Background: an optimization exercise with open tools, aiming at small area. Do not read the settings as production practice. The RTL was checked by simulation tests, not by an equivalence proof against the original design. Power is estimated from default activity; no workload was simulated.

**design.v**
```verilog
package pifo_multi_port_core_pkg;
  localparam int unsigned POLICY_TAIL_DROP = 0;
  localparam int unsigned POLICY_PUSH_OUT  = 1;
  localparam int unsigned DEF_RANK_WIDTH = 19;
  localparam int unsigned DEF_PTR_WIDTH  = 12;
endpackage
import pifo_multi_port_core_pkg::*;
module pifo_sel4 (
  input  logic ns_h, ns_n, ns_p, ns_w,
  input  logic x_h, x_n, x_p, x_w,
  output logic y
);
  assign y = (ns_h | x_h) & (ns_n | x_n) & (ns_p | x_p) & (ns_w | x_w);
endmodule
module pifo_sel3 (
  input  logic ns_a, ns_b, ns_c,
  input  logic x_a, x_b, x_c,
  output logic y
);
  assign y = (ns_a | x_a) & (ns_b | x_b) & (ns_c | x_c);
endmodule
module pifo_le #(
  parameter int unsigned W = 19
) (
  input  logic [W-1:0] a,
  input  logic [W-1:0] nb,
  output logic         le
);
  logic gt;
  always_comb begin
    gt = 1'b0;
    for (int k = 0; k < W; k++)
      gt = (a[k] & nb[k]) | ((a[k] | nb[k]) & gt);
  end
  assign le = ~gt;
endmodule
module pifo_sorted_array
#(
  parameter int unsigned DEPTH       = 16,
  parameter int unsigned RANK_WIDTH  = 19,
  parameter int unsigned PTR_WIDTH   = 12,
  parameter int unsigned CNT_W       = $clog2(DEPTH + 1)
) (
  input  logic                  clk,
  input  logic                  rst,
  input  logic                  i_push,
  input  logic                  i_pop,
  input  logic [RANK_WIDTH-1:0] i_rank,
  input  logic [RANK_WIDTH-1:0] i_rank_n,    
  input  logic [PTR_WIDTH-1:0]  i_ptr,
  output logic                  o_head_valid,
  output logic [RANK_WIDTH-1:0] o_head_rank,
  output logic [PTR_WIDTH-1:0]  o_head_ptr,
  output logic [CNT_W-1:0]      o_occupancy,
  output logic                  o_drop_c
);
  localparam int unsigned EW = RANK_WIDTH + PTR_WIDTH;
  logic [CNT_W-1:0]            r_cnt;
  logic [DEPTH-1:0][EW-1:0]    r_ent;    
  logic [DEPTH-1:0][EW-1:0]    w_ent;
  logic [DEPTH-1:0]            w_valid, w_le, w_g;
  logic                        w_pop, w_ins, w_full, w_up, w_dn;
  logic [DEPTH-1:0]            w_nh, w_nn, w_np, w_nw;
  logic [EW-1:0]               w_new;
  logic [CNT_W-1:0]            w_cnt_n;
  always_comb begin
    for (int i = 0; i < DEPTH; i++) begin
      logic gt;
      gt = 1'b0;
      for (int k = 0; k < CNT_W; k++)
        gt = ((i >> k) & 1) ? (r_cnt[k] & gt) : (r_cnt[k] | gt);
      w_valid[i] = gt;
    end
  end
  for (genvar i = 0; i < DEPTH; i++) begin : g_cmp
    pifo_le #(.W(RANK_WIDTH)) u_le (
      .a(r_ent[i][EW-1 -: RANK_WIDTH]), .nb(i_rank_n), .le(w_le[i])
    );
  end
  always_comb begin
    w_g    = w_valid & w_le;           
    w_full = w_valid[DEPTH-1];
    w_pop  = i_pop & w_valid[0];
    w_ins  = i_push & (~w_full | w_pop);
    o_drop_c = i_push & w_full & ~w_pop;
    w_new  = {i_rank, i_ptr};
  end
  for (genvar i = 0; i < DEPTH; i++) begin : g_sel
    logic g_prev, g_cur, g_next, sn, sw, sp;
    assign g_prev = (i == 0) ? 1'b1 : w_g[(i == 0) ? 0 : i-1];
    assign g_cur  = w_g[i];
    assign g_next = (i == DEPTH-1) ? 1'b0 : w_g[(i == DEPTH-1) ? i : i+1];
    assign sn = (i == DEPTH-1) ? 1'b0 : (w_pop & (~w_ins | g_next));
    assign sw = w_ins & (w_pop ? (~g_next & ((i == 0) | g_cur)) : (~g_cur & g_prev));
    assign sp = (i == 0) ? 1'b0 : (w_ins & ~w_pop & ~g_cur & ~g_prev);
    assign w_nn[i] = ~sn;
    assign w_nw[i] = ~sw;
    assign w_np[i] = ~sp;
    assign w_nh[i] = sn | sw | sp;
  end
  for (genvar i = 0; i < DEPTH; i++) begin : g_ent
    for (genvar b = 0; b < EW; b++) begin : g_bit
      if (i == 0) begin : g_first
        pifo_sel3 u_sel (
          .ns_a(w_nh[i]), .ns_b(w_nn[i]), .ns_c(w_nw[i]),
          .x_a(r_ent[i][b]), .x_b(r_ent[i+1][b]), .x_c(w_new[b]),
          .y(w_ent[i][b])
        );
      end else if (i == DEPTH-1) begin : g_last
        pifo_sel3 u_sel (
          .ns_a(w_nh[i]), .ns_b(w_np[i]), .ns_c(w_nw[i]),
          .x_a(r_ent[i][b]), .x_b(r_ent[i-1][b]), .x_c(w_new[b]),
          .y(w_ent[i][b])
        );
      end else begin : g_mid
        pifo_sel4 u_sel (
          .ns_h(w_nh[i]), .ns_n(w_nn[i]), .ns_p(w_np[i]), .ns_w(w_nw[i]),
          .x_h(r_ent[i][b]), .x_n(r_ent[i+1][b]), .x_p(r_ent[i-1][b]), .x_w(w_new[b]),
          .y(w_ent[i][b])
        );
      end
    end
  end
  always_ff @(posedge clk) r_ent <= w_ent;
  always_comb begin
    logic carry, borrow;
    w_up  = w_ins & ~w_pop;
    w_dn  = w_pop & ~w_ins;
    carry = 1'b1;
    borrow = 1'b1;
    for (int k = 0; k < CNT_W; k++) begin
      w_cnt_n[k] = r_cnt[k] ^ ((w_up & carry) | (w_dn & borrow));
      carry  = carry & r_cnt[k];
      borrow = borrow & ~r_cnt[k];
    end
  end
  always_ff @(posedge clk or posedge rst) begin
    if (rst) r_cnt <= '0;
    else     r_cnt <= w_cnt_n;
  end
  assign o_head_valid = w_valid[0];
  assign o_head_rank  = r_ent[0][EW-1 -: RANK_WIDTH];
  assign o_head_ptr   = r_ent[0][PTR_WIDTH-1:0];
  assign o_occupancy  = r_cnt;
endmodule
import pifo_multi_port_core_pkg::*;
module pifo_multi_port_core
#(
  parameter int unsigned NUM_PORTS   = 5,
  parameter int unsigned DEPTH       = 16,
  parameter int unsigned RANK_WIDTH  = 19,
  parameter int unsigned PTR_WIDTH   = 12,
  parameter int unsigned FULL_POLICY = POLICY_TAIL_DROP,
  parameter int unsigned PORT_W      = $clog2(NUM_PORTS),
  parameter int unsigned CNT_W       = $clog2(DEPTH + 1)
) (
  input  logic                            axis_aclk,
  input  logic                            axis_reset,
  input  logic                            push_en,
  input  logic [PORT_W-1:0]               push_port,
  input  logic [RANK_WIDTH-1:0]           push_rank,
  input  logic [PTR_WIDTH-1:0]            push_ptr,
  input  logic [NUM_PORTS-1:0]            pop_req,
  output logic [NUM_PORTS-1:0]            head_valid,
  output logic [NUM_PORTS*RANK_WIDTH-1:0] head_rank,
  output logic [NUM_PORTS*PTR_WIDTH-1:0]  head_ptr,
  output logic [NUM_PORTS*CNT_W-1:0]      occupancy,
  output logic                            drop_valid,
  output logic [PTR_WIDTH-1:0]            drop_ptr,
  output logic [31:0]                     drop_count
);
  logic [NUM_PORTS-1:0] w_port_drop;
  logic [RANK_WIDTH-1:0] w_rank_n;
  assign w_rank_n = ~push_rank;
  logic                 w_drop;
  logic                 r_drop_valid;
  logic [PTR_WIDTH-1:0] r_drop_ptr;
  logic [31:0]          r_drop_count;
  for (genvar p = 0; p < NUM_PORTS; p++) begin : g_port
    logic w_push;
    assign w_push = push_en && (push_port == PORT_W'(p));
    pifo_sorted_array #(
      .DEPTH(DEPTH), .RANK_WIDTH(RANK_WIDTH), .PTR_WIDTH(PTR_WIDTH), .CNT_W(CNT_W)
    ) u_array (
      .clk(axis_aclk), .rst(axis_reset),
      .i_push(w_push), .i_pop(pop_req[p]),
      .i_rank(push_rank), .i_rank_n(w_rank_n), .i_ptr(push_ptr),
      .o_head_valid(head_valid[p]),
      .o_head_rank(head_rank[p*RANK_WIDTH +: RANK_WIDTH]),
      .o_head_ptr(head_ptr[p*PTR_WIDTH +: PTR_WIDTH]),
      .o_occupancy(occupancy[p*CNT_W +: CNT_W]),
      .o_drop_c(w_port_drop[p])
    );
  end
  assign w_drop = (push_en && (32'(push_port) >= NUM_PORTS)) || (|w_port_drop);
  always_ff @(posedge axis_aclk or posedge axis_reset) begin
    if (axis_reset) begin
      r_drop_valid <= 1'b0;
      r_drop_count <= '0;
    end else begin
      r_drop_valid <= w_drop;
      if (w_drop && (r_drop_count != 32'hFFFF_FFFF)) r_drop_count <= r_drop_count + 32'd1;
    end
  end
  always_ff @(posedge axis_aclk) r_drop_ptr <= push_ptr;
  assign drop_valid = r_drop_valid;
  assign drop_ptr   = r_drop_ptr;
  assign drop_count = r_drop_count;
endmodule
```
**run.sh**
```bash
#!/bin/bash
# synth_recipe.tcl (not shown) runs the flow's synth.tcl, then flattens the netlist and writes it again
# the make line also repeats each setting of config.mk as NAME=value (left out here)
make -C /OpenROAD-flow-scripts/flow DESIGN_CONFIG=/design/flow/config.mk WORK_HOME=/design/flow/orfs CLKGATE_MAP_FILE= SYNTH_SCRIPT=/design/flow/synth_recipe.tcl finish
```
**config.mk**
```make
export PLATFORM = sky130hd
export DESIGN_NAME = pifo_multi_port_core
export DESIGN_NICKNAME = pifo_multi_port_core
export VERILOG_FILES = /design/flow/design.v
export SDC_FILE = /design/flow/constraint.sdc
export NUM_CORES = 4
export LEC_CHECK = 0
export CAP_MARGIN = 20
export CORE_MARGIN = 2
export CORE_UTILIZATION = 40
export SLEW_MARGIN = 20
export SYNTH_HIERARCHICAL = 1
export SYNTH_MINIMUM_KEEP_SIZE = 0
```
**constraint.sdc**
```tcl
create_clock -name core_clock -period 5.0 [get_ports {axis_aclk}]
set_input_delay 1.0000 -clock core_clock [delete_from_list [all_inputs] [get_ports {axis_aclk}]]
set_output_delay 1.0000 -clock core_clock [all_outputs]
set_load 0.01 [all_outputs]
```
==> flow_summary.yaml, run 1 <==
run_status:
  outcome: "timing/DRC/antenna clean"
sta:
  post-route-period-util_pct: 85.68
  finalMaxSlewViolations: 0
  maxClockFrequency_mhz: 233.4
  tightest_slew_ns: 1.141
  min_period_ns: 4.284
  slew_headroom_pct: 23.93
  hold_viol_final: 0
  setup_viol: 0
  rsz0062_at_grt: "no"
  finClkSkew_ns: 0.04313
pwr:
  seqPwrFrac_pct: 44.6
  p_switching_w: 0.03704
  p_sw_share_pct: 39.65
  irDropWorstVdd_mv: 0.2853
  p_leak_nw: 49.51
  power_density_nw_per_um2: 651.2
  p_clk_share_pct: 23.4
  intPower_w: 0.05637
  p_total_w: 0.09341
  power_frac_comb_pct: 32.0
logic_synthesis:
  yosysMostFrequentCell: "o22ai_1"
  synth.largest_area_cell: "dfxtp_1"
  yosysWarnings: 9
  yosysSeqAreaShare_pct: 42.92
  ys_types: 79
  ys_top_cells_by_area: "dfxtp_1 (42%), o22ai_1 (26%), nor2_1 (10%)"
  ys_top_cells_by_count: "o22ai_1 (5,050), nor2_1 (3,312), dfxtp_1 (2,492)"
  yosys_most_used_dff: "dfxtp_1"
  synthCells: 14480
  ys_ff_latch: 2550
  synth_edf_count: 0
  syn_area_um2: 119600
  synth_top_area_share_pct: 41.70
  syn_avg_cell_area_um2: 8.262
  async_flop_share_pct: 2.275
clock_tree:
  cts_resized: 0
  h-tree-depth: 5
  root_buffer: "clkbuf_16"
  cts_buffer_depth: 4
  clock-sinks: 2550
  postCtsSetupBuffers: 0
  cts_buffers: 295
  clkTransAtPathRegs_ns: 0.06
  insertion_delay_ns: 0.92
  holdBufCountCts: 0
  cts_tree: "done"
placement:
  placed_area_um2: 133800
  portBuffers: 271
  dp_hpwl_um: 326000
  place.gp.congestion: 0.8989
final_layout:
  multi_input_area_um2: 67860
  area_growth_pct: 19.92
  nets: 15500
  fill_cells: 29570
  seq_area_um2: 51340
  fin_area_um2: 143400
  drive_gt1_share_pct: 11.40
floorplan:
  core_area_um2: 297300
  dieArea_um2: 303400
  dieWidth_um: 550.9
  start_util_pct: 40.24
  fp.dieH_um: 550.9
  rows: 200
  ios: 272
setup_path:
  crit_fanout: 26
  cp_cell_sequence: "buf_4 > clkinvlp_4 > buf_12 > buf_4 > nor2_1 > nor3_1 > o2111ai_1 > a31oi_1 > a2111oi_2 > or3_1 > o21a_1 > o21ai_2 > o211ai_1 > buf_4 > o22ai_1 > nor2_1"
  end_kind: "register"
  reg2reg_depth: 12
  startpoint_type: "input port"
  path_common_cell: "buf_4"
  cp_data_arrival_time_ns: 5.06
  crit_slowest_cell: "o21ai_2"
  r2r-start: "g_port[2].u_array.r_ent[244]"
  r2r-end: "g_port[2].u_array.r_ent[210]"
  cpPeakStageDelay_ns: 0.72
  crit_type: "input port to register"
  r2r_setup_slack_ns: 1.19
  required_ns: 5.78
flow_run:
  maxCapViolCount: 0
global_routing:
  grt_pass1_vias: 119500
  grt_first_pass_wirelength_um: 719400
  antenna_found_initial: 7
  grtUsageTotal_pct: 29.07
  grt-ovfl-total: 0
  grt_max_degree: 91
drt:
  antenna_left: 0
  drt_iter0_drc: 13210
  wirelength_um: 463600
  via_count: 127900
  via_per_inst: 6.519
  remaining_drc_errors: 0
  wl_per_cell_um: 23.64
  dr.pass1.iters: 9
min_path:
  hold_path.class: "input port to asynchronous set/reset pin"
-- cell usage in the layout (no fill, tap or decap), types with 85 or more instances in the layout --
master	n
a21oi_1	283
a31oi_1	325
and2_1	95
and2_4	85
buf_12	137
buf_4	556
clkbuf_16	303
clkdlybuf4s50_1	239
dfxtp_1	2492
nand2_1	365
nor2_1	3302
nor3_1	433
o211ai_1	131
o21a_1	95
o21ai_0	111
o22ai_1	5050
-- layout make-up --
| class | count | area share, % |
|---|---|---|
| clock inverters | 89 | 0.6908 |
| multi-input cells | 11590 | 47.30 |
| flip-flops and latches | 2550 | 35.79 |
| well taps | 3939 | 3.436 |
| diodes | 9 | 0.01570 |
| inverters | 76 | 0.2486 |
| clock buffers | 427 | 6.001 |
| repair buffers | 936 | 6.516 |
-- how the worst max path moves through the flow --
stage,start,endpoint,slack (ns),cells after the start
finish,push_rank[14],g_port[2].u_array.r_ent[210],0.72,16
global route,push_rank[14],g_port[2].u_array.r_ent[199],0.74,16
CTS,push_rank[14],g_port[2].u_array.r_ent[210],0.88,16
detailed placement,push_rank[14],g_port[2].u_array.r_ent[210],-0.05,16
global placement,push_rank[14],g_port[2].u_array.r_ent[210],-0.08,16
floorplan,push_rank[10],g_port[0].u_array.r_ent[279],-1.50,13
-- per-layer routing --
metal | track usage, % | part of all wire (%) | vias up
met1 | 42.49 | 46 | 61230
met2 | 42.83 | 42 | 5243
met3 | 4.726 | 8.3 | 709
li1 | - | - | 60670
met5 | 0 | 0.0082 | -
met4 | 10.34 | 3.6 | 6
-- modules after synthesis, one instance, submodules excluded, excerpt --
| module | cell area, um^2 | flip-flops and latches | times used | cells inside |
|---|---|---|---|---|
| pifo_sel3 | 13.76 | 0 | 310 | 3 |
| pifo_sel4 | 16.27 | 0 | 2170 | 3 |
| pifo_multi_port_core | 2048 | 45 | 1 | 194 |
-- worst max-delay path: cells and delay by family --
kind / cells / cell delay [ns]
AO/OA/AOI/OAI: 7 / 2.04
buffers and inverters: 5 / 1.02
AND/OR/NAND/NOR: 4 / 0.87
-- flip-flops by register name, summed over array words and instances, names as in the netlist --
name	count
r_drop_count	32
g_port.u_array.r_ent	2480
g_port.u_array.r_cnt	25
r_drop_ptr	12
r_drop_valid	1
-- per-stage QoR --
| step | util (%) | worst slack (ns) | setup TNS, ns | instances | hold slack, ns |
|---|---|---|---|---|---|
| 2_1_floorplan | - | -1.504 | -3079.59 | 14480 | 0.4414 |
| 3_3_place_gp | 45.01 | -0.07852 | -1.628 | 19090 | 0.4520 |
| 3_5_place_dp | 45.02 | -0.05305 | -0.7325 | 19090 | 0.4603 |
| 4_1_cts | 48.25 | 0.8847 | 0 | 19600 | 0.3417 |
| 5_1_grt | 48.25 | 0.7375 | 0 | 19600 | 0.3666 |
| 6_report | 48.25 | 0.7159 | 0 | 19610 | 0.3911 |
-- power by group through the flow --
stage / Clock, W / Sequential [W] / Combinational, W
3_5_place_dp: 0 / 0.0417 / 0.0295
2_1_floorplan: 0 / 0.0378 / 0.0222
4_1_cts: 0.0221 / 0.0413 / 0.0297
5_1_grt: 0.0230 / 0.0431 / 0.0330
3_3_place_gp: 0 / 0.0416 / 0.0290
6_report: 0.0218 / 0.0417 / 0.0299
-- cell families (layout without fill, tap and decap cells) --
| group | Yosys count | in the layout | synth area share (%) |
|---|---|---|---|
| buffers and inverters | 343 | 1528 | 1.750 |
| AO/OA/AOI/OAI | 6689 | 6689 | 37.03 |
| multiplexers | 38 | 38 | 0.3337 |
| XOR/XNOR | 53 | 53 | 0.3881 |
| AND/OR/NAND/NOR | 4715 | 4715 | 16.71 |
| flip-flops | 2550 | 2550 | 42.92 |
| adder cells (fa/ha/maj) | 91 | 91 | 0.8681 |
| other | 0 | 9 | 0 |
==> run 2, diff against run 1 <==
--- a/design.v
+++ b/design.v
@@ -18,6 +18,13 @@
   output logic y
 );
   assign y = (ns_a | x_a) & (ns_b | x_b) & (ns_c | x_c);
+endmodule
+module pifo_mux5 (
+  input  logic [4:0] s,
+  input  logic [4:0] x,
+  output logic       y
+);
+  assign y = |(s & x);
 endmodule
 module pifo_le #(
   parameter int unsigned W = 19
@@ -46,13 +53,14 @@
   input  logic                  i_push,
   input  logic                  i_pop,
   input  logic [RANK_WIDTH-1:0] i_rank,
-  input  logic [RANK_WIDTH-1:0] i_rank_n,    
   input  logic [PTR_WIDTH-1:0]  i_ptr,
   output logic                  o_head_valid,
   output logic [RANK_WIDTH-1:0] o_head_rank,
   output logic [PTR_WIDTH-1:0]  o_head_ptr,
   output logic [CNT_W-1:0]      o_occupancy,
-  output logic                  o_drop_c
+  output logic                  o_drop_c,
+  output logic [DEPTH-1:0][RANK_WIDTH-1:0] o_ranks,    
+  input  logic [DEPTH-1:0]      i_le       
 );
   localparam int unsigned EW = RANK_WIDTH + PTR_WIDTH;
   logic [CNT_W-1:0]            r_cnt;
@@ -72,11 +80,10 @@
       w_valid[i] = gt;
     end
   end
-  for (genvar i = 0; i < DEPTH; i++) begin : g_cmp
-    pifo_le #(.W(RANK_WIDTH)) u_le (
-      .a(r_ent[i][EW-1 -: RANK_WIDTH]), .nb(i_rank_n), .le(w_le[i])
-    );
-  end
+  for (genvar i = 0; i < DEPTH; i++) begin : g_rank
+    assign o_ranks[i] = r_ent[i][EW-1 -: RANK_WIDTH];
+  end
+  assign w_le = i_le;
   always_comb begin
     w_g    = w_valid & w_le;           
     w_full = w_valid[DEPTH-1];
@@ -171,7 +178,24 @@
 );
   logic [NUM_PORTS-1:0] w_port_drop;
   logic [RANK_WIDTH-1:0] w_rank_n;
+  logic [NUM_PORTS-1:0] w_psel;
+  logic [NUM_PORTS-1:0][DEPTH-1:0][RANK_WIDTH-1:0] w_ranks;
+  logic [DEPTH-1:0]     w_le;
   assign w_rank_n = ~push_rank;
+  for (genvar p = 0; p < NUM_PORTS; p++) begin : g_psel
+    assign w_psel[p] = (push_port == PORT_W'(p));
+  end
+  for (genvar i = 0; i < DEPTH; i++) begin : g_cmp
+    logic [RANK_WIDTH-1:0] w_r;
+    for (genvar b = 0; b < RANK_WIDTH; b++) begin : g_bit
+      logic [NUM_PORTS-1:0] w_x;
+      for (genvar p = 0; p < NUM_PORTS; p++) begin : g_p
+        assign w_x[p] = w_ranks[p][i][b];
+      end
+      pifo_mux5 u_mux (.s(w_psel), .x(w_x), .y(w_r[b]));
+    end
+    pifo_le #(.W(RANK_WIDTH)) u_le (.a(w_r), .nb(w_rank_n), .le(w_le[i]));
+  end
   logic                 w_drop;
   logic                 r_drop_valid;
   logic [PTR_WIDTH-1:0] r_drop_ptr;
@@ -184,12 +208,13 @@
     ) u_array (
       .clk(axis_aclk), .rst(axis_reset),
       .i_push(w_push), .i_pop(pop_req[p]),
-      .i_rank(push_rank), .i_rank_n(w_rank_n), .i_ptr(push_ptr),
+      .i_rank(push_rank), .i_ptr(push_ptr),
       .o_head_valid(head_valid[p]),
       .o_head_rank(head_rank[p*RANK_WIDTH +: RANK_WIDTH]),
       .o_head_ptr(head_ptr[p*PTR_WIDTH +: PTR_WIDTH]),
       .o_occupancy(occupancy[p*CNT_W +: CNT_W]),
-      .o_drop_c(w_port_drop[p])
+      .o_drop_c(w_port_drop[p]),
+      .o_ranks(w_ranks[p]), .i_le(w_le)
     );
   end
   assign w_drop = (push_en && (32'(push_port) >= NUM_PORTS)) || (|w_port_drop);
--- a/config.mk
+++ b/config.mk
@@ -8,6 +8,8 @@
 export CAP_MARGIN = 20
 export CORE_MARGIN = 2
 export CORE_UTILIZATION = 40
+export CTS_CLUSTER_DIAMETER = 80
+export CTS_CLUSTER_SIZE = 20
 export SLEW_MARGIN = 20
 export SYNTH_HIERARCHICAL = 1
 export SYNTH_MINIMUM_KEEP_SIZE = 0
==> flow_summary.yaml, run 2 <==
setup_path:
  crit_type: "input port to register"
  cpPeakStageDelay_ns: 0.94
  r2r_setup_slack_ns: 0.28
  startpoint_type: "input port"
  required_ns: 5.77
  end_kind: "register"
  crit_fanout: 15
  cp_data_arrival_time_ns: 5.94
  path_common_cell: "buf_4"
  cp_cell_sequence: "clkbuf_2 > buf_12 > and3b_4 > buf_4 > buf_4 > a222oi_1 > buf_4 > nand2_1 > o22ai_1 > nor3_1 > o21ai_1 > a31oi_1 > a2111oi_2 > or3_4 > buf_12 > nand2_1 > nand3_1 > nor3_1 > or4b_4 > clkbuf_16 > o22ai_1 > nor2_1"
  crit_slowest_cell: "a222oi_1"
drt:
  remaining_drc_errors: 0
  antenna_left: 0
  via_count: 127500
  dr.pass1.iters: 12
  wirelength_um: 598300
  drt_iter0_drc: 21810
  via_per_inst: 6.872
  wl_per_cell_um: 32.25
global_routing:
  grt_pass1_vias: 113600
  grt_first_pass_wirelength_um: 847000
  grt-ovfl-total: 0
  antenna_found_initial: 8
  grtUsageTotal_pct: 36.66
  grt_max_degree: 82
final_layout:
  largest_reg_flops: 2480
  nets: 14550
  final_cell_mix: "o22ai_1 (4,723), nor2_1 (2,909), dfxtp_1 (2,492)"
  finish.utilization_pct: 45.40
  drive_gt1_share_pct: 14.32
  final_common_cell: "o22ai_1"
  largestRegisters: "g_port.u_array.r_ent (2480), r_drop_count (32), g_port.u_array.r_cnt (25)"
  regMostFlops: "g_port.u_array.r_ent"
  fin_cells: 18550
  area_growth_pct: 13.01
logic_synthesis:
  syn_area_um2: 121600
  async_flop_share_pct: 2.275
  synth_edf_count: 0
  synth_xor_area_share_pct: 0.3888
  synthMuxAreaShare_pct: 0.3292
  ys_types: 77
  synth_top_area_share_pct: 41.01
  ys_top_cells_by_count: "o22ai_1 (4,730), nor2_1 (2,921), dfxtp_1 (2,492)"
  ys_ff_latch: 2550
  synth-compound-area-share_pct: 32.66
  synth_top_family_by_area: "compound AO/OA/AOI/OAI gates"
  synth_simple_gate_area_share_pct: 13.06
  syn_avg_cell_area_um2: 8.473
  yosys_most_used_dff: "dfxtp_1"
  yosysSeqAreaShare_pct: 42.21
  ys_top_cells_by_area: "dfxtp_1 (41%), o22ai_1 (24%), buf_4 (10%)"
  synthAdderAreaFrac_pct: 0.2613
  yosysMostFrequentCell: "o22ai_1"
  yosysWarnings: 9
  synth.largest_area_cell: "dfxtp_1"
  synthCells: 14360
sta:
  slew_headroom_pct: 14.64
  tightest_slew_ns: 1.280
  hold_viol_final: 0
  fin_ws_ns: -0.1633
  hold_ws_ns: 0.4819
  finalMaxSlewViolations: 0
  tns_ns: -3.520
  maxClockFrequency_mhz: 193.7
  min_period_ns: 5.163
  setup_viol: 33
  finClkSkew_ns: 0.1012
  post-route-period-util_pct: 103.3
pwr:
  seqPwrFrac_pct: 49.4
  p_switching_w: 0.03739
  p_clk_share_pct: 16.9
  irDropWorstVdd_mv: 0.3301
  power_frac_comb_pct: 33.7
  power_density_nw_per_um2: 633.9
  p_sw_share_pct: 42.91
  p_leak_nw: 49.79
  intPower_w: 0.04975
floorplan:
  rows: 202
  ios: 272
  fp.dieH_um: 555.4
  core_area_um2: 302800
  start_util_pct: 40.17
  dieArea_um2: 308500
  dieWidth_um: 555.4
placement:
  dp_hpwl_um: 437000
  place.gp.congestion: 1.032
  dp.cells: 18260
  portBuffers: 271
clock_tree:
  cts_buffers: 172
  insertion_delay_ns: 0.94
  clock-sinks: 2550
  cts_tree: "done"
  root_buffer: "clkbuf_16"
  holdBufCountCts: 0
  clkTransAtPathRegs_ns: 0.09
  cts_buffer_depth: 4
  h-tree-depth: 4
run_status:
  outcome: "failed layout checks"
  so.violations: "setup timing"
flow_run:
  maxCapViolCount: 0
min_path:
  hold_path.class: "register to register"
-- run 2: worst max-delay path: cells and delay by family --
kind	cells	cell delay [ns]
AO/OA/AOI/OAI	6	1.86
AND/OR/NAND/NOR	9	1.72
buffers and inverters	7	1.28
-- run 2: repair_timing --
action	in CTS	in global routing
cloned	7	5
endpoints found under the hold margin	0	0
pin swaps	18	42
gates resized for setup	26	36
setup buffers	13	14
endpoints found under the setup margin	1129	1816
-- run 2: cell families (layout without fill, tap and decap cells) --
group,count (synthesis),after routing
fa+ha+maj,27,27
buf+inv,1862,2067
other cells,0,12
compound gates,5947,5947
xor+xnor,54,54
simple gates,3878,3879
mux,38,38
flops,2550,2550
-- run 2: power by group through the flow --
stage	clock (W)	combinational [W]	sequential, W
after floorplan	0	0.0259	0.0369
after global placement	0	0.0277	0.0425
after detailed placement	0	0.0281	0.0425
after CTS	0.0147	0.0284	0.0420
after global routing	0.0154	0.0313	0.0435
final	0.0147	0.0294	0.0431
-- run 2: per-stage QoR --
| step | power (W) | worst slack [ns] | area, um^2 |
|---|---|---|---|
| global route | 0.09022 | -0.02178 | 137400 |
| detailed placement | 0.07061 | -1.234 | 131600 |
| finish | 0.08714 | -0.1633 | 137500 |
| global placement | 0.07018 | -1.264 | 131600 |
| CTS | 0.08515 | -0.001759 | 137100 |
| floorplan | 0.06281 | -5.488 | 122300 |
-- run 2: modules after synthesis, one instance, submodules excluded, excerpt --
module,cells inside,flops+latches
pifo_multi_port_core,199,45
pifo_mux5,3,0
pifo_sel4,3,0
pifo_sel3,3,0
-- run 2: final timing paths --
check                                          endpoint  cells after the start                    startpoint
max in group asynchronous               r_drop_count[4]                      4                    axis_reset
setup reg to reg           g_port[2].u_array.r_ent[445]                     19  g_port[0].u_array.r_ent[426]
min in group asynchronous    g_port[2].u_array.r_cnt[2]                      3                    axis_reset
setup / recovery           g_port[2].u_array.r_ent[445]                     22                  push_port[0]
hold reg to reg            g_port[0].u_array.r_ent[382]                      2  g_port[0].u_array.r_ent[413]
hold / removal             g_port[0].u_array.r_ent[382]                      2  g_port[0].u_array.r_ent[413]
-- run 2: layer usage --
metal / global-route usage, % / part of all wire, % / vias up
li1: - / - / 55410
met4: 26.38 / 8.4 / 2
met5: 0 / 0.0022 / -
met1: 52.78 / 42 / 61110
met2: 48.63 / 38 / 9595
met3: 6.207 / 11 / 1364
-- run 2: cell type report --
type | instances | area (um^2)
Clock inverter | 50 | 643.1
Antenna cell | 12 | 30.03
Tap cell | 3978 | 4977
Sequential cell | 2550 | 51340
Fill cell | 30340 | 165300
Inverter | 75 | 281.5
Multi-Input combinational cell | 9945 | 57830
Timing Repair Buffer | 1753 | 17900
Clock buffer | 189 | 4463
==> run 3, diff against run 2 <==
--- a/design.v
+++ b/design.v
@@ -5,6 +5,35 @@
   localparam int unsigned DEF_PTR_WIDTH  = 12;
 endpackage
 import pifo_multi_port_core_pkg::*;
+module pifo_ctl #(
+  parameter int unsigned POS = 1
+) (
+  input  logic a, b, c,
+  input  logic v_p, v_c, v_n,
+  input  logic le_p, le_c, le_n,
+  output logic ns_h, ns_n, ns_p, ns_w
+);
+  logic g_p, g_c, g_n;
+  assign g_p = v_p & le_p;
+  assign g_c = v_c & le_c;
+  assign g_n = v_n & le_n;
+  if (POS == 0) begin : g_first
+    assign ns_h = c | a | (b & ~g_c);
+    assign ns_n = ~(c | (a & g_n));
+    assign ns_p = 1'b1;
+    assign ns_w = ~((a & ~g_n) | (b & ~g_c));
+  end else if (POS == 2) begin : g_last
+    assign ns_h = (a & g_c) | (b & ~g_c);
+    assign ns_n = 1'b1;
+    assign ns_p = ~(b & ~g_p);
+    assign ns_w = ~((a & g_c) | (b & g_p & ~g_c));
+  end else begin : g_mid
+    assign ns_h = c | (a & g_c) | (b & ~g_c);
+    assign ns_n = ~(c | (a & g_n));
+    assign ns_p = ~(b & ~g_p);
+    assign ns_w = ~((a & g_c & ~g_n) | (b & g_p & ~g_c));
+  end
+endmodule
 module pifo_sel4 (
   input  logic ns_h, ns_n, ns_p, ns_w,
   input  logic x_h, x_n, x_p, x_w,
@@ -18,6 +47,16 @@
   output logic y
 );
   assign y = (ns_a | x_a) & (ns_b | x_b) & (ns_c | x_c);
+endmodule
+module pifo_dec5 (
+  input  logic [2:0] port,
+  output logic [4:0] s
+);
+  assign s[0] = ~port[2] & ~port[1] & ~port[0];
+  assign s[1] = ~port[1] & port[0];
+  assign s[2] = port[1] & ~port[0];
+  assign s[3] = port[1] & port[0];
+  assign s[4] = port[2] & ~port[1] & ~port[0];
 endmodule
 module pifo_mux5 (
   input  logic [4:0] s,
@@ -66,7 +105,7 @@
   logic [CNT_W-1:0]            r_cnt;
   logic [DEPTH-1:0][EW-1:0]    r_ent;    
   logic [DEPTH-1:0][EW-1:0]    w_ent;
-  logic [DEPTH-1:0]            w_valid, w_le, w_g;
+  logic [DEPTH-1:0]            w_valid, w_le;
   logic                        w_pop, w_ins, w_full, w_up, w_dn;
   logic [DEPTH-1:0]            w_nh, w_nn, w_np, w_nw;
   logic [EW-1:0]               w_new;
@@ -85,25 +124,23 @@
   end
   assign w_le = i_le;
   always_comb begin
-    w_g    = w_valid & w_le;           
     w_full = w_valid[DEPTH-1];
     w_pop  = i_pop & w_valid[0];
     w_ins  = i_push & (~w_full | w_pop);
     o_drop_c = i_push & w_full & ~w_pop;
     w_new  = {i_rank, i_ptr};
   end
+  logic w_a, w_b, w_c;
+  assign w_a = w_ins & w_pop;       
+  assign w_b = w_ins & ~w_pop;      
+  assign w_c = w_pop & ~w_ins;      
   for (genvar i = 0; i < DEPTH; i++) begin : g_sel
-    logic g_prev, g_cur, g_next, sn, sw, sp;
-    assign g_prev = (i == 0) ? 1'b1 : w_g[(i == 0) ? 0 : i-1];
-    assign g_cur  = w_g[i];
-    assign g_next = (i == DEPTH-1) ? 1'b0 : w_g[(i == DEPTH-1) ? i : i+1];
-    assign sn = (i == DEPTH-1) ? 1'b0 : (w_pop & (~w_ins | g_next));
-    assign sw = w_ins & (w_pop ? (~g_next & ((i == 0) | g_cur)) : (~g_cur & g_prev));
-    assign sp = (i == 0) ? 1'b0 : (w_ins & ~w_pop & ~g_cur & ~g_prev);
-    assign w_nn[i] = ~sn;
-    assign w_nw[i] = ~sw;
-    assign w_np[i] = ~sp;
-    assign w_nh[i] = sn | sw | sp;
+    pifo_ctl #(.POS((i == 0) ? 0 : (i == DEPTH-1) ? 2 : 1)) u_ctl (
+      .a(w_a), .b(w_b), .c(w_c),
+      .v_p(w_valid[(i == 0) ? 0 : i-1]), .v_c(w_valid[i]), .v_n(w_valid[(i == DEPTH-1) ? i : i+1]),
+      .le_p(w_le[(i == 0) ? 0 : i-1]), .le_c(w_le[i]), .le_n(w_le[(i == DEPTH-1) ? i : i+1]),
+      .ns_h(w_nh[i]), .ns_n(w_nn[i]), .ns_p(w_np[i]), .ns_w(w_nw[i])
+    );
   end
   for (genvar i = 0; i < DEPTH; i++) begin : g_ent
     for (genvar b = 0; b < EW; b++) begin : g_bit
@@ -178,21 +215,19 @@
 );
   logic [NUM_PORTS-1:0] w_port_drop;
   logic [RANK_WIDTH-1:0] w_rank_n;
-  logic [NUM_PORTS-1:0] w_psel;
   logic [NUM_PORTS-1:0][DEPTH-1:0][RANK_WIDTH-1:0] w_ranks;
   logic [DEPTH-1:0]     w_le;
   assign w_rank_n = ~push_rank;
-  for (genvar p = 0; p < NUM_PORTS; p++) begin : g_psel
-    assign w_psel[p] = (push_port == PORT_W'(p));
-  end
   for (genvar i = 0; i < DEPTH; i++) begin : g_cmp
     logic [RANK_WIDTH-1:0] w_r;
+    logic [NUM_PORTS-1:0]  w_s;
+    pifo_dec5 u_dec (.port(push_port), .s(w_s));
     for (genvar b = 0; b < RANK_WIDTH; b++) begin : g_bit
       logic [NUM_PORTS-1:0] w_x;
       for (genvar p = 0; p < NUM_PORTS; p++) begin : g_p
         assign w_x[p] = w_ranks[p][i][b];
       end
-      pifo_mux5 u_mux (.s(w_psel), .x(w_x), .y(w_r[b]));
+      pifo_mux5 u_mux (.s(w_s), .x(w_x), .y(w_r[b]));
     end
     pifo_le #(.W(RANK_WIDTH)) u_le (.a(w_r), .nb(w_rank_n), .le(w_le[i]));
   end
==> flow/run.sh (new file) <==
#!/bin/bash
# Standard ORFS layout (the standard.sh, standard synthesis), with these changes:
#  - global placement is not timing driven, and the buffers Yosys/ABC inserted are
#    removed at floorplan instead (REMOVE_ABC_BUFFERS);
#  - clock tree: no dummy loads; clustering as in config.mk.
set -euo pipefail
bash standard.sh synth > synth_make.log 2>&1
bash standard.sh \
  GPL_TIMING_DRIVEN=0 REMOVE_ABC_BUFFERS=1 \
  "CTS_ARGS=-sink_clustering_enable -repair_clock_nets -sink_clustering_size 20 -sink_clustering_max_diameter 80 -dont_use_dummy_load" \
  finish > layout_make.log 2>&1
==> standard.sh (new file) <==
#!/bin/bash
# synth_recipe.tcl (not shown) runs the flow's synth.tcl, then flattens the netlist and writes it again
# the make line also repeats each setting of config.mk as NAME=value (left out here)
make -C /OpenROAD-flow-scripts/flow DESIGN_CONFIG=/design/flow/config.mk WORK_HOME=/design/flow/orfs CLKGATE_MAP_FILE= SYNTH_SCRIPT=/design/flow/synth_recipe.tcl "${@:-finish}"
--- a/config.mk
+++ b/config.mk
@@ -5,11 +5,12 @@
 export SDC_FILE = /design/flow/constraint.sdc
 export NUM_CORES = 4
 export LEC_CHECK = 0
-export CAP_MARGIN = 20
+export CAP_MARGIN = 0
 export CORE_MARGIN = 2
 export CORE_UTILIZATION = 40
 export CTS_CLUSTER_DIAMETER = 80
 export CTS_CLUSTER_SIZE = 20
-export SLEW_MARGIN = 20
+export SETUP_SLACK_MARGIN = 0.3
+export SLEW_MARGIN = 0
 export SYNTH_HIERARCHICAL = 1
 export SYNTH_MINIMUM_KEEP_SIZE = 0
removed: run.sh
==> flow_summary.yaml, run 3 <==
setup_path:
  r2r-start: "g_port[4].u_array.r_cnt[4]"
  cpPeakStageDelay_ns: 1.35
  crit_slowest_cell: "a222oi_1"
  reg2reg_depth: 9
  cp_cell_sequence: "buf_16 > buf_16 > nor3_4 > a222oi_1 > nand2_1 > a222oi_1 > buf_4 > a31oi_1 > a2111oi_2 > or3_4 > buf_6 > clkbuf_16 > a21boi_4 > a32oi_4 > buf_12 > buf_8 > clkbuf_16 > o22ai_1 > nor2_1"
  r2r_setup_slack_ns: 0.08
  cp_data_arrival_time_ns: 5.99
  crit_type: "input port to register"
  crit_buf_inv: 8
  startpoint_type: "input port"
  r2r-end: "g_port[4].u_array.r_ent[417]"
  crit_fanout: 7
  path_delay_family: "compound AO/OA/AOI/OAI gates"
  required_ns: 5.89
  end_kind: "register"
drt:
  wirelength_um: 571400
  routed.top_layer: "met5"
  wl_per_cell_um: 32.24
  antenna_left: 0
  dr.pass1.iters: 12
  wl_met3_um: 67230
  wl_met1_um: 231200
  remaining_drc_errors: 0
  via_per_inst: 6.990
  route.met2.wl_um: 225500
  via_count: 123900
  drt_iter0_drc: 22290
run_status:
  outcome: "failed layout checks"
  so.violations: "slew limit, setup timing"
floorplan:
  fp.dieH_um: 554.6
  dieArea_um2: 307500
  rows: 202
  dieWidth_um: 554.6
  ios: 272
  core_area_um2: 302300
  start_util_pct: 40.11
final_layout:
  regMostFlops: "g_port.u_array.r_ent"
  drive_gt1_share_pct: 12.14
  area_growth_pct: 10.97
  final_cell_mix: "o22ai_1 (4,548), nor2_1 (2,915), dfxtp_1 (2,492)"
  largestRegisters: "g_port.u_array.r_ent (2480), r_drop_count (32), g_port.u_array.r_cnt (25)"
  final_common_cell: "o22ai_1"
  nets: 13800
  largest_reg_flops: 2480
sta:
  maxClockFrequency_mhz: 196.1
  finalMaxSlewViolations: 4
  post-route-period-util_pct: 102.0
  tightest_slew_ns: 1.646
  slew_headroom_pct: -9.727
  rsz0062_at_grt: "yes"
  finClkSkew_ns: 0.1315
  setup_viol: 127
  fin_ws_ns: -0.09822
  tns_ns: -4.236
  min_period_ns: 5.098
  hold_viol_final: 0
global_routing:
  antenna_found_initial: 11
  grt_pass1_vias: 107800
  grt_first_pass_wirelength_um: 792200
  grt_max_degree: 57
  grtUsageTotal_pct: 33.94
  grt-ovfl-total: 0
logic_synthesis:
  syn_avg_cell_area_um2: 8.458
  yosysWarnings: 9
  syn_area_um2: 121200
  synthCells: 14340
clock_tree:
  holdBufCountCts: 0
  cts_buffers: 166
  cts_buffer_depth: 4
  clock-sinks: 2550
  clkTransAtPathRegs_ns: 0.08
  cts_tree: "done"
  h-tree-depth: 4
  root_buffer: "clkbuf_16"
  insertion_delay_ns: 0.97
placement:
  dp_hpwl_um: 386400
  portBuffers: 271
  place.gp.congestion: 0.9921
min_path:
  hold_path.class: "input port to register"
  min_to: "r_drop_ptr[6]"
  hold_path_depth: 1
  min_from: "push_ptr[6]"
pwr:
  irDropWorstVdd_mv: 0.2777
  p_leak_nw: 45.97
  power_density_nw_per_um2: 662.5
  p_total_w: 0.08914
flow_run:
  maxCapViolCount: 0
[run 3: metrics by stage]
step	std cells	hold slack (ns)	worst slack (ns)	utilization, %	instance area [um^2]
6_report	17720	0.3970	-0.09822	44.51	134500
2_1_floorplan	12630	0.4561	-0.6071	-	108500
3_3_place_gp	16880	0.4652	-9.242	38.45	116200
4_1_cts	17530	0.3780	0.1278	43.19	130600
5_1_grt	17710	0.3912	0.04316	44.50	134500
3_5_place_dp	17090	0.4733	-2.351	40.39	122100
[run 3: layout make-up]
type                       instances  area (um^2)
fill                           29940       167700
multi-input combinational      10110        62740
sequential                      2550        51340
timing repair buffer             856        11090
tap                             3978         4977
clock buffer                     166         4154
inverter                          45        191.4
antenna                           16        40.04
timing repair inverter             1        7.507
[run 3: worst reg2reg max path: stages (launching register included)]
cell and delay (ns):
dfrtp_1 0.80, or4_4 0.82, or2_4 0.39, nand2_1 0.14
ha_2 1.01, a21boi_2 0.68, a32oi_4 0.27, buf_16 0.22
o22ai_1 0.42, nor2_1 0.07
[run 3: timing repair]
action | CTS | global route
buffers inserted | 219 | 113
endpoints found under the setup margin | 2480 | 2480
pin swaps | 167 | 132
gates resized for setup | 396 | 366
gates cloned | 59 | 50
[run 3: power breakdown]
part,switching (W),internal [W]
clock,0.00730,0.00590
sequential,0.0137,0.0306
combinational,0.0181,0.0135
total,0.0391,0.0500
[run 3: worst max path at each step]
stage | startpoint | to | slack, ns | depth (start not counted)
after CTS | push_port[1] | g_port[4].u_array.r_ent[219] | 0.13 | 16
after global placement | push_port[0] | g_port[4].u_array.r_ent[439] | -9.24 | 14
after detailed placement | push_port[0] | g_port[2].u_array.r_ent[413] | -2.35 | 15
after floorplan | push_port[0] | g_port[0].u_array.r_ent[434] | -0.61 | 13
after global routing | push_port[1] | g_port[3].u_array.r_ent[460] | 0.04 | 20
final | push_port[1] | g_port[3].u_array.r_ent[457] | -0.1 | 19
[run 3: layer usage]
| metal | GRT usage (%) | vias up |
|---|---|---|
| li1 | - | 53870 |
| met1 | 48.05 | 59010 |
| met2 | 46.75 | 9543 |
| met3 | 5.871 | 1462 |
| met4 | 22.57 | 4 |
| met5 | 0 | - |
==> run 4, diff against run 3 <==
--- a/design.v
+++ b/design.v
@@ -48,23 +48,6 @@
 );
   assign y = (ns_a | x_a) & (ns_b | x_b) & (ns_c | x_c);
 endmodule
-module pifo_dec5 (
-  input  logic [2:0] port,
-  output logic [4:0] s
-);
-  assign s[0] = ~port[2] & ~port[1] & ~port[0];
-  assign s[1] = ~port[1] & port[0];
-  assign s[2] = port[1] & ~port[0];
-  assign s[3] = port[1] & port[0];
-  assign s[4] = port[2] & ~port[1] & ~port[0];
-endmodule
-module pifo_mux5 (
-  input  logic [4:0] s,
-  input  logic [4:0] x,
-  output logic       y
-);
-  assign y = |(s & x);
-endmodule
 module pifo_le #(
   parameter int unsigned W = 19
 ) (
@@ -92,14 +75,13 @@
   input  logic                  i_push,
   input  logic                  i_pop,
   input  logic [RANK_WIDTH-1:0] i_rank,
+  input  logic [RANK_WIDTH-1:0] i_rank_n,    
   input  logic [PTR_WIDTH-1:0]  i_ptr,
   output logic                  o_head_valid,
   output logic [RANK_WIDTH-1:0] o_head_rank,
   output logic [PTR_WIDTH-1:0]  o_head_ptr,
   output logic [CNT_W-1:0]      o_occupancy,
-  output logic                  o_drop_c,
-  output logic [DEPTH-1:0][RANK_WIDTH-1:0] o_ranks,    
-  input  logic [DEPTH-1:0]      i_le       
+  output logic                  o_drop_c
 );
   localparam int unsigned EW = RANK_WIDTH + PTR_WIDTH;
   logic [CNT_W-1:0]            r_cnt;
@@ -119,10 +101,11 @@
       w_valid[i] = gt;
     end
   end
-  for (genvar i = 0; i < DEPTH; i++) begin : g_rank
-    assign o_ranks[i] = r_ent[i][EW-1 -: RANK_WIDTH];
-  end
-  assign w_le = i_le;
+  for (genvar i = 0; i < DEPTH; i++) begin : g_cmp
+    pifo_le #(.W(RANK_WIDTH)) u_le (
+      .a(r_ent[i][EW-1 -: RANK_WIDTH]), .nb(i_rank_n), .le(w_le[i])
+    );
+  end
   always_comb begin
     w_full = w_valid[DEPTH-1];
     w_pop  = i_pop & w_valid[0];
@@ -215,22 +198,7 @@
 );
   logic [NUM_PORTS-1:0] w_port_drop;
   logic [RANK_WIDTH-1:0] w_rank_n;
-  logic [NUM_PORTS-1:0][DEPTH-1:0][RANK_WIDTH-1:0] w_ranks;
-  logic [DEPTH-1:0]     w_le;
   assign w_rank_n = ~push_rank;
-  for (genvar i = 0; i < DEPTH; i++) begin : g_cmp
-    logic [RANK_WIDTH-1:0] w_r;
-    logic [NUM_PORTS-1:0]  w_s;
-    pifo_dec5 u_dec (.port(push_port), .s(w_s));
-    for (genvar b = 0; b < RANK_WIDTH; b++) begin : g_bit
-      logic [NUM_PORTS-1:0] w_x;
-      for (genvar p = 0; p < NUM_PORTS; p++) begin : g_p
-        assign w_x[p] = w_ranks[p][i][b];
-      end
-      pifo_mux5 u_mux (.s(w_s), .x(w_x), .y(w_r[b]));
-    end
-    pifo_le #(.W(RANK_WIDTH)) u_le (.a(w_r), .nb(w_rank_n), .le(w_le[i]));
-  end
   logic                 w_drop;
   logic                 r_drop_valid;
   logic [PTR_WIDTH-1:0] r_drop_ptr;
@@ -243,13 +211,12 @@
     ) u_array (
       .clk(axis_aclk), .rst(axis_reset),
       .i_push(w_push), .i_pop(pop_req[p]),
-      .i_rank(push_rank), .i_ptr(push_ptr),
+      .i_rank(push_rank), .i_rank_n(w_rank_n), .i_ptr(push_ptr),
       .o_head_valid(head_valid[p]),
       .o_head_rank(head_rank[p*RANK_WIDTH +: RANK_WIDTH]),
       .o_head_ptr(head_ptr[p*PTR_WIDTH +: PTR_WIDTH]),
       .o_occupancy(occupancy[p*CNT_W +: CNT_W]),
-      .o_drop_c(w_port_drop[p]),
-      .o_ranks(w_ranks[p]), .i_le(w_le)
+      .o_drop_c(w_port_drop[p])
     );
   end
   assign w_drop = (push_en && (32'(push_port) >= NUM_PORTS)) || (|w_port_drop);
==> flow_summary.yaml, run 4 <==
setup_path:
  end_kind: "register"
  crit_type: "input port to register"
  r2r_setup_slack_ns: 0.68
  required_ns: 5.74
  cp_data_arrival_time_ns: 5.60
  cp_cell_sequence: "buf_6 > buf_16 > clkinv_16 > bufbuf_16 > a31oi_1 > nor3_1 > a221o_1 > a2111oi_2 > or3_1 > a21boi_0 > or3_2 > o22ai_1 > nor2_1"
  crit_fanout: 98
  cpPeakStageDelay_ns: 0.82
  startpoint_type: "input port"
  crit_slowest_cell: "or3_2"
clock_tree:
  h-tree-depth: 4
  insertion_delay_ns: 0.89
  holdBufCountCts: 0
  cts_tree: "done"
  root_buffer: "clkbuf_16"
  cts_buffers: 165
  cts_buffer_depth: 4
  clkTransAtPathRegs_ns: 0.08
  clock-sinks: 2550
drt:
  drt_iter0_drc: 11960
  via_per_inst: 6.597
  dr.pass1.iters: 10
  remaining_drc_errors: 0
  wl_per_cell_um: 23.44
  wirelength_um: 440100
  via_count: 123900
  antenna_left: 0
pwr:
  irDropWorstVdd_mv: 0.2570
  p_leak_nw: 44.39
  p_total_w: 0.08148
  power_density_nw_per_um2: 604.9
global_routing:
  antenna_found_initial: 16
  grt_max_degree: 146
  grt_first_pass_wirelength_um: 686600
  grt-ovfl-total: 0
  grt_pass1_vias: 114900
  grtUsageTotal_pct: 27.62
final_layout:
  final_cell_mix: "o22ai_1 (5,049), nor2_1 (3,302), dfxtp_1 (2,492)"
  drive_gt1_share_pct: 7.455
  largest_reg_flops: 2480
  regMostFlops: "g_port.u_array.r_ent"
  area_growth_pct: 13.47
  final_common_cell: "o22ai_1"
  largestRegisters: "g_port.u_array.r_ent (2480), r_drop_count (32), g_port.u_array.r_cnt (25)"
  fin_cells: 18780
  fill_cells: 29910
  seq_area_um2: 51340
  multi_input_area_um2: 67860
  nets: 14890
floorplan:
  core_area_um2: 296000
  start_util_pct: 40.10
  ios: 272
  dieWidth_um: 548.8
  fp.dieH_um: 548.8
  rows: 200
  dieArea_um2: 301100
sta:
  rsz0062_at_grt: "yes"
  tns_ns: 0
  finClkSkew_ns: 0.06739
  hold_ws_ns: 0.4827
  slew_headroom_pct: 5.630
  setup_viol: 0
  hold_viol_final: 0
  min_period_ns: 4.858
  finalMaxSlewViolations: 0
  maxClockFrequency_mhz: 205.8
  post-route-period-util_pct: 97.16
  tightest_slew_ns: 1.411
run_status:
  outcome: "timing/DRC/antenna clean"
flow_run:
  maxCapViolCount: 0
logic_synthesis:
  yosysWarnings: 9
  syn_area_um2: 118700
  syn_avg_cell_area_um2: 8.253
  synthCells: 14380
placement:
  dp.cells: 18590
  place.gp.congestion: 0.8565
  portBuffers: 271
  dp_hpwl_um: 299200
min_path:
  hold_path.class: "register to register"
-- run 4: report_power, final --
group | internal, W | switching, W | total [W]
Clock | 0.00587 | 0.00713 | 0.0130
Combinational | 0.0127 | 0.0146 | 0.0273
Sequential | 0.0294 | 0.0117 | 0.0411
Total | 0.0481 | 0.0334 | 0.0815
-- run 4: area by class of cell --
class,instances,share of cell area (%)
multi-input cells,11600,50.38
repair buffers,462,4.477
flip-flops and latches,2550,38.12
clock buffers,165,3.065
well taps,3939,3.659
diodes,14,0.02601
inverters,45,0.2722
-- run 4: worst paths after layout --
kind	start	end	cells after the start
hold / removal	g_port[2].u_array.r_ent[472]	g_port[2].u_array.r_ent[472]	2
min in group asynchronous	axis_reset	g_port[1].u_array.r_cnt[0]	2
setup reg to reg	g_port[2].u_array.r_cnt[4]	g_port[2].u_array.r_ent[255]	8
hold reg to reg	g_port[2].u_array.r_ent[472]	g_port[2].u_array.r_ent[472]	2
max in group asynchronous	axis_reset	r_drop_count[11]	2
setup / recovery	push_rank[14]	g_port[2].u_array.r_ent[255]	13
-- run 4: per-stage QoR --
| step | area, um^2 | utilization, % | setup WS (ns) |
|---|---|---|---|
| floorplan | 117400 | - | -2.824 |
| global placement | 125000 | 42.24 | -14.31 |
| detailed placement | 129800 | 43.85 | -1.287 |
| CTS | 134200 | 45.34 | 0.2712 |
| global route | 134700 | 45.49 | 0.1792 |
| finish | 134700 | 45.50 | 0.1418 |
-- run 4: critical path, delay by kind of cell --
| family | cells | cell delay, ns |
|---|---|---|
| AND/OR/NAND/NOR | 4 | 1.31 |
| buffers and inverters | 4 | 1.52 |
| AO/OA/AOI/OAI | 5 | 1.34 |
-- run 4: routing by layer --
| metal | share of wire [%] | wire length [um] | vias to the layer above | track usage, % |
|---|---|---|---|---|
| met5 | 0.0030 | 13 | - | 0 |
| met4 | 3.4 | 14760 | 2 | 9.406 |
| met3 | 7.1 | 31130 | 656 | 3.522 |
| met2 | 43 | 189800 | 4606 | 42.42 |
| met1 | 46 | 204400 | 59700 | 39.69 |
| li1 | - | - | 58910 | - |
-- run 4: what timing repair did --
item	CTS	global route
gates resized for setup	76	122
setup buffers	0	2
cloned	2	1
endpoints found under the setup margin	2322	2449
pin swaps	0	5
==> run 5, diff against run 4 <==
--- a/design.v
+++ b/design.v
@@ -5,33 +5,36 @@
   localparam int unsigned DEF_PTR_WIDTH  = 12;
 endpackage
 import pifo_multi_port_core_pkg::*;
+module pifo_g (
+  input  logic v, le,
+  output logic g, ng
+);
+  assign ng = ~(v & le);
+  assign g  = ~ng;
+endmodule
 module pifo_ctl #(
   parameter int unsigned POS = 1
 ) (
   input  logic a, b, c,
-  input  logic v_p, v_c, v_n,
-  input  logic le_p, le_c, le_n,
+  input  logic g_p, g_c, g_n,
+  input  logic ng_p, ng_c, ng_n,
   output logic ns_h, ns_n, ns_p, ns_w
 );
-  logic g_p, g_c, g_n;
-  assign g_p = v_p & le_p;
-  assign g_c = v_c & le_c;
-  assign g_n = v_n & le_n;
   if (POS == 0) begin : g_first
-    assign ns_h = c | a | (b & ~g_c);
+    assign ns_h = c | a | (b & ng_c);
     assign ns_n = ~(c | (a & g_n));
     assign ns_p = 1'b1;
-    assign ns_w = ~((a & ~g_n) | (b & ~g_c));
+    assign ns_w = ~((a & ng_n) | (b & ng_c));
   end else if (POS == 2) begin : g_last
-    assign ns_h = (a & g_c) | (b & ~g_c);
+    assign ns_h = (a & g_c) | (b & ng_c);
     assign ns_n = 1'b1;
-    assign ns_p = ~(b & ~g_p);
-    assign ns_w = ~((a & g_c) | (b & g_p & ~g_c));
+    assign ns_p = ~(b & ng_p);
+    assign ns_w = ~((a & g_c) | (b & g_p & ng_c));
   end else begin : g_mid
-    assign ns_h = c | (a & g_c) | (b & ~g_c);
+    assign ns_h = c | (a & g_c) | (b & ng_c);
     assign ns_n = ~(c | (a & g_n));
-    assign ns_p = ~(b & ~g_p);
-    assign ns_w = ~((a & g_c & ~g_n) | (b & g_p & ~g_c));
+    assign ns_p = ~(b & ng_p);
+    assign ns_w = ~((a & g_c & ng_n) | (b & g_p & ng_c));
   end
 endmodule
 module pifo_sel4 (
@@ -87,7 +90,7 @@
   logic [CNT_W-1:0]            r_cnt;
   logic [DEPTH-1:0][EW-1:0]    r_ent;    
   logic [DEPTH-1:0][EW-1:0]    w_ent;
-  logic [DEPTH-1:0]            w_valid, w_le;
+  logic [DEPTH-1:0]            w_valid, w_le, w_g, w_ng;
   logic                        w_pop, w_ins, w_full, w_up, w_dn;
   logic [DEPTH-1:0]            w_nh, w_nn, w_np, w_nw;
   logic [EW-1:0]               w_new;
@@ -117,11 +120,14 @@
   assign w_a = w_ins & w_pop;       
   assign w_b = w_ins & ~w_pop;      
   assign w_c = w_pop & ~w_ins;      
+  for (genvar i = 0; i < DEPTH; i++) begin : g_gv
+    pifo_g u_g (.v(w_valid[i]), .le(w_le[i]), .g(w_g[i]), .ng(w_ng[i]));
+  end
   for (genvar i = 0; i < DEPTH; i++) begin : g_sel
     pifo_ctl #(.POS((i == 0) ? 0 : (i == DEPTH-1) ? 2 : 1)) u_ctl (
       .a(w_a), .b(w_b), .c(w_c),
-      .v_p(w_valid[(i == 0) ? 0 : i-1]), .v_c(w_valid[i]), .v_n(w_valid[(i == DEPTH-1) ? i : i+1]),
-      .le_p(w_le[(i == 0) ? 0 : i-1]), .le_c(w_le[i]), .le_n(w_le[(i == DEPTH-1) ? i : i+1]),
+      .g_p(w_g[(i == 0) ? 0 : i-1]), .g_c(w_g[i]), .g_n(w_g[(i == DEPTH-1) ? i : i+1]),
+      .ng_p(w_ng[(i == 0) ? 0 : i-1]), .ng_c(w_ng[i]), .ng_n(w_ng[(i == DEPTH-1) ? i : i+1]),
       .ns_h(w_nh[i]), .ns_n(w_nn[i]), .ns_p(w_np[i]), .ns_w(w_nw[i])
     );
   end
==> flow/run.sh (replaced) <==
#!/bin/bash
# Standard ORFS layout (the standard.sh, standard synthesis), with these changes:
#  - global placement is not timing driven, and the buffers Yosys/ABC inserted are
#    removed at floorplan instead (REMOVE_ABC_BUFFERS);
#  - every input and output port still gets its own buffer, a buf_2;
#  - clock tree: no dummy loads; clustering as in config.mk.
set -euo pipefail
bash standard.sh synth > synth_make.log 2>&1
bash standard.sh \
  GPL_TIMING_DRIVEN=0 REMOVE_ABC_BUFFERS=1 \
  "BUFFER_PORTS_ARGS=-buffer_cell sky130_fd_sc_hd__buf_2" \
  "CTS_ARGS=-sink_clustering_enable -repair_clock_nets -sink_clustering_size 20 -sink_clustering_max_diameter 80 -dont_use_dummy_load" \
  finish > layout_make.log 2>&1
==> config.mk (replaced) <==
export PLATFORM = sky130hd
export DESIGN_NAME = pifo_multi_port_core
export DESIGN_NICKNAME = pifo_multi_port_core
export VERILOG_FILES = /design/flow/design.v
export SDC_FILE = /design/flow/constraint.sdc
export NUM_CORES = 4
export LEC_CHECK = 0
export CAP_MARGIN = 10
export CORE_MARGIN = 2
export CORE_UTILIZATION = 50
export CTS_CLUSTER_DIAMETER = 80
export CTS_CLUSTER_SIZE = 20
export PLACE_DENSITY = 0.65
export SETUP_SLACK_MARGIN = 0.45
export SLEW_MARGIN = 10
export SYNTH_HIERARCHICAL = 1
export SYNTH_MINIMUM_KEEP_SIZE = 0
==> flow_summary.yaml, run 5 <==
run_status:
  outcome: "timing/DRC/antenna clean"
logic_synthesis:
  syn_area_um2: 118100
  synthCells: 14320
  yosysWarnings: 9
  syn_avg_cell_area_um2: 8.251
global_routing:
  grt_pass1_vias: 117300
  grt_first_pass_wirelength_um: 696300
  met3_usage_pct: 8.184
  grt_use_met2_pct: 46.94
  use_met1_pct: 54.79
  top_usage_layer: "met1"
  grt_max_degree: 143
  grtUsageTotal_pct: 35.50
  grt-ovfl-total: 0
  antenna_found_initial: 4
setup_path:
  cpPeakStageDelay_ns: 0.70
  crit_fanout: 142
  reg2reg_depth: 8
  path_common_cell: "a31oi_1"
  crit_type: "input port to register"
  end_kind: "register"
  crit_cells: 12
  cp_data_arrival_time_ns: 5.35
  cp-endpoint: "g_port[1].u_array.r_ent[78]"
  crit_buf_inv: 3
  cp_cell_sequence: "buf_6 > inv_8 > buf_16 > a31oi_1 > o221a_2 > a31oi_1 > a2111oi_2 > or3_1 > and2_1 > a221o_2 > o22ai_1 > nor2_1"
  required_ns: 5.70
  r2r-end: "g_port[2].u_array.r_ent[87]"
  r2r-start: "g_port[2].u_array.r_cnt[4]"
  crit_slowest_cell: "inv_8"
  startpoint_type: "input port"
  crit_start: "push_rank[6]"
  r2r_setup_slack_ns: 0.76
  path_delay_family: "compound AO/OA/AOI/OAI gates"
final_layout:
  finish.utilization_pct: 56.38
  fin_cells: 17940
  area_growth_pct: 12.23
  final_common_cell: "o22ai_1"
  regMostFlops: "g_port.u_array.r_ent"
  final_cell_mix: "o22ai_1 (5,048), nor2_1 (3,298), dfxtp_1 (2,492)"
  fill_cells: 21680
  largestRegisters: "g_port.u_array.r_ent (2480), r_drop_count (32), g_port.u_array.r_cnt (25)"
  nets: 14860
  largest_reg_flops: 2480
  drive_gt1_share_pct: 9.373
floorplan:
  core_area_um2: 235200
  start_util_pct: 50.23
  rows: 178
  ios: 272
  dieWidth_um: 490.1
  dieArea_um2: 240200
  fp.dieH_um: 490.1
clock_tree:
  root_buffer: "clkbuf_16"
  cts_buffer_depth: 3
  h-tree-depth: 4
  clkTransAtPathRegs_ns: 0.08
  clock-sinks: 2550
  holdBufCountCts: 0
  cts_buffers: 153
  cts_tree: "done"
  insertion_delay_ns: 0.84
drt:
  remaining_drc_errors: 0
  drt_iter0_drc: 17940
  via_count: 129400
  wl_per_cell_um: 26.14
  via_per_inst: 7.209
  wirelength_um: 469000
  dr.pass1.iters: 11
  antenna_left: 0
sta:
  fin_ws_ns: 0.3536
  post-route-period-util_pct: 92.93
  finalMaxSlewViolations: 0
  hold_ws_ns: 0.4761
  finClkSkew_ns: 0.05392
  hold_viol_final: 0
  maxClockFrequency_mhz: 215.2
  min_period_ns: 4.646
  setup_viol: 0
  slew_headroom_pct: 2.725
  tightest_slew_ns: 1.448
  rsz0062_at_grt: "yes"
pwr:
  p_total_w: 0.08384
  intPower_w: 0.04831
  p_switching_w: 0.03553
  irDropWorstVdd_mv: 0.3933
  power_density_nw_per_um2: 632.3
  power_frac_comb_pct: 33.8
  seqPwrFrac_pct: 51.6
  p_sw_share_pct: 42.38
  p_leak_nw: 44.57
  p_clk_share_pct: 14.7
placement:
  dp.cells: 17750
  dp_hpwl_um: 307800
  place.gp.congestion: 0.8972
  pre_cts_ws_ns: -0.7283
  portBuffers: 271
min_path:
  hold_path.class: "input port to asynchronous set/reset pin"
flow_run:
  maxCapViolCount: 0
[run 5: worst min path at each step]
stage | slack (ns) | cells after the start | from | endpoint
final | 0.48 | 2 | axis_reset | g_port[4].u_array.r_cnt[0]
after global routing | 0.46 | 2 | axis_reset | g_port[1].u_array.r_cnt[1]
after CTS | 0.42 | 2 | axis_reset | g_port[4].u_array.r_cnt[1]
after detailed placement | 0.47 | 2 | g_port[4].u_array.r_ent[473] | g_port[4].u_array.r_ent[473]
after global placement | 0.46 | 2 | g_port[2].u_array.r_ent[467] | g_port[2].u_array.r_ent[467]
after floorplan | 0.46 | 2 | g_port[0].u_array.r_ent[465] | g_port[0].u_array.r_ent[465]
[run 5: cell type report]
class / count / area (um^2) / area share [%]
Antenna cell: 6 / 15.01 / 0.01132
Clock buffer: 153 / 3829 / 2.888
Inverter: 42 / 369.1 / 0.2784
Multi-Input combinational cell: 11550 / 67440 / 50.87
Sequential cell: 2550 / 51340 / 38.72
Tap cell: 3150 / 3941 / 2.972
Timing Repair Buffer: 491 / 5655 / 4.265
[run 5: power groups by stage]
stage / Clock (W) / Combinational, W / Sequential, W
2_1_floorplan: 0 / 0.0192 / 0.0381
3_3_place_gp: 0 / 0.0251 / 0.0416
3_5_place_dp: 0 / 0.0272 / 0.0430
4_1_cts: 0.0124 / 0.0274 / 0.0425
5_1_grt: 0.0131 / 0.0309 / 0.0445
6_report: 0.0123 / 0.0283 / 0.0432
[run 5: layer usage]
metal,vias up,routed length [um]
met5,-,0
met4,0,19470
met3,1011,63950
met2,8449,178900
met1,61160,206600
li1,58740,-
[run 5: stage by stage]
stage          setup TNS [ns]  instance area, um^2
3_5_place_dp          -965.16               127400
4_1_cts                     0               131500
6_report                    0               132600
3_3_place_gp                -               122100
2_1_floorplan        -7187.24               116800
5_1_grt                     0               132600
[run 5: what timing repair did]
item                                    CTS  global route
setup endpoints to repair              1094          2370
setup buffers                             1            13
resized for setup                        58           146
gates cloned                              2            20
endpoints found under the hold margin     0             0
pin swaps                                 0             2

==> separate check: timing with driven ports <==
The flow's constraints put no driver on any port. The routed layouts listed below were extracted and timed again, unchanged, in two steps. Step 1, drivers: a clkbuf_16 drives axis_aclk and a buf_2 each remaining input, both assumed. Step 2 also shifts input and output timing later by t, the mid clock arrival at the registers, as if the neighbouring blocks saw the same clock. Slacks: no drivers / after step 1 / after step 2; pairs: no drivers / after step 1.
run	t, ns	setup WS [ns]	hold slack, ns	clock arrival spread, ns
run 1	0.990	0.716 / 0.760 / -0.230	0.391 / 0.314 / 0.469	0.056 / 0.056
run 2	0.994	-0.163 / -0.241 / -1.235	0.482 / 0.482 / 0.482	0.101 / 0.101
run 3	1.010	-0.098 / -0.382 / -1.391	0.397 / 0.315 / 0.451	0.150 / 0.151
run 4	0.951	0.142 / 0.199 / -0.752	0.483 / 0.483 / 0.483	0.081 / 0.081
run 5	0.903	0.354 / 0.394 / -0.509	0.476 / 0.402 / 0.487	0.067 / 0.067
Met with ideal ports but missed after step 2: setup timing in run 1, run 4 and run 5. For run 3, which loses most, drivers alone change the setup slack by -0.284 ns; drivers and shift together by -1.293 ns.
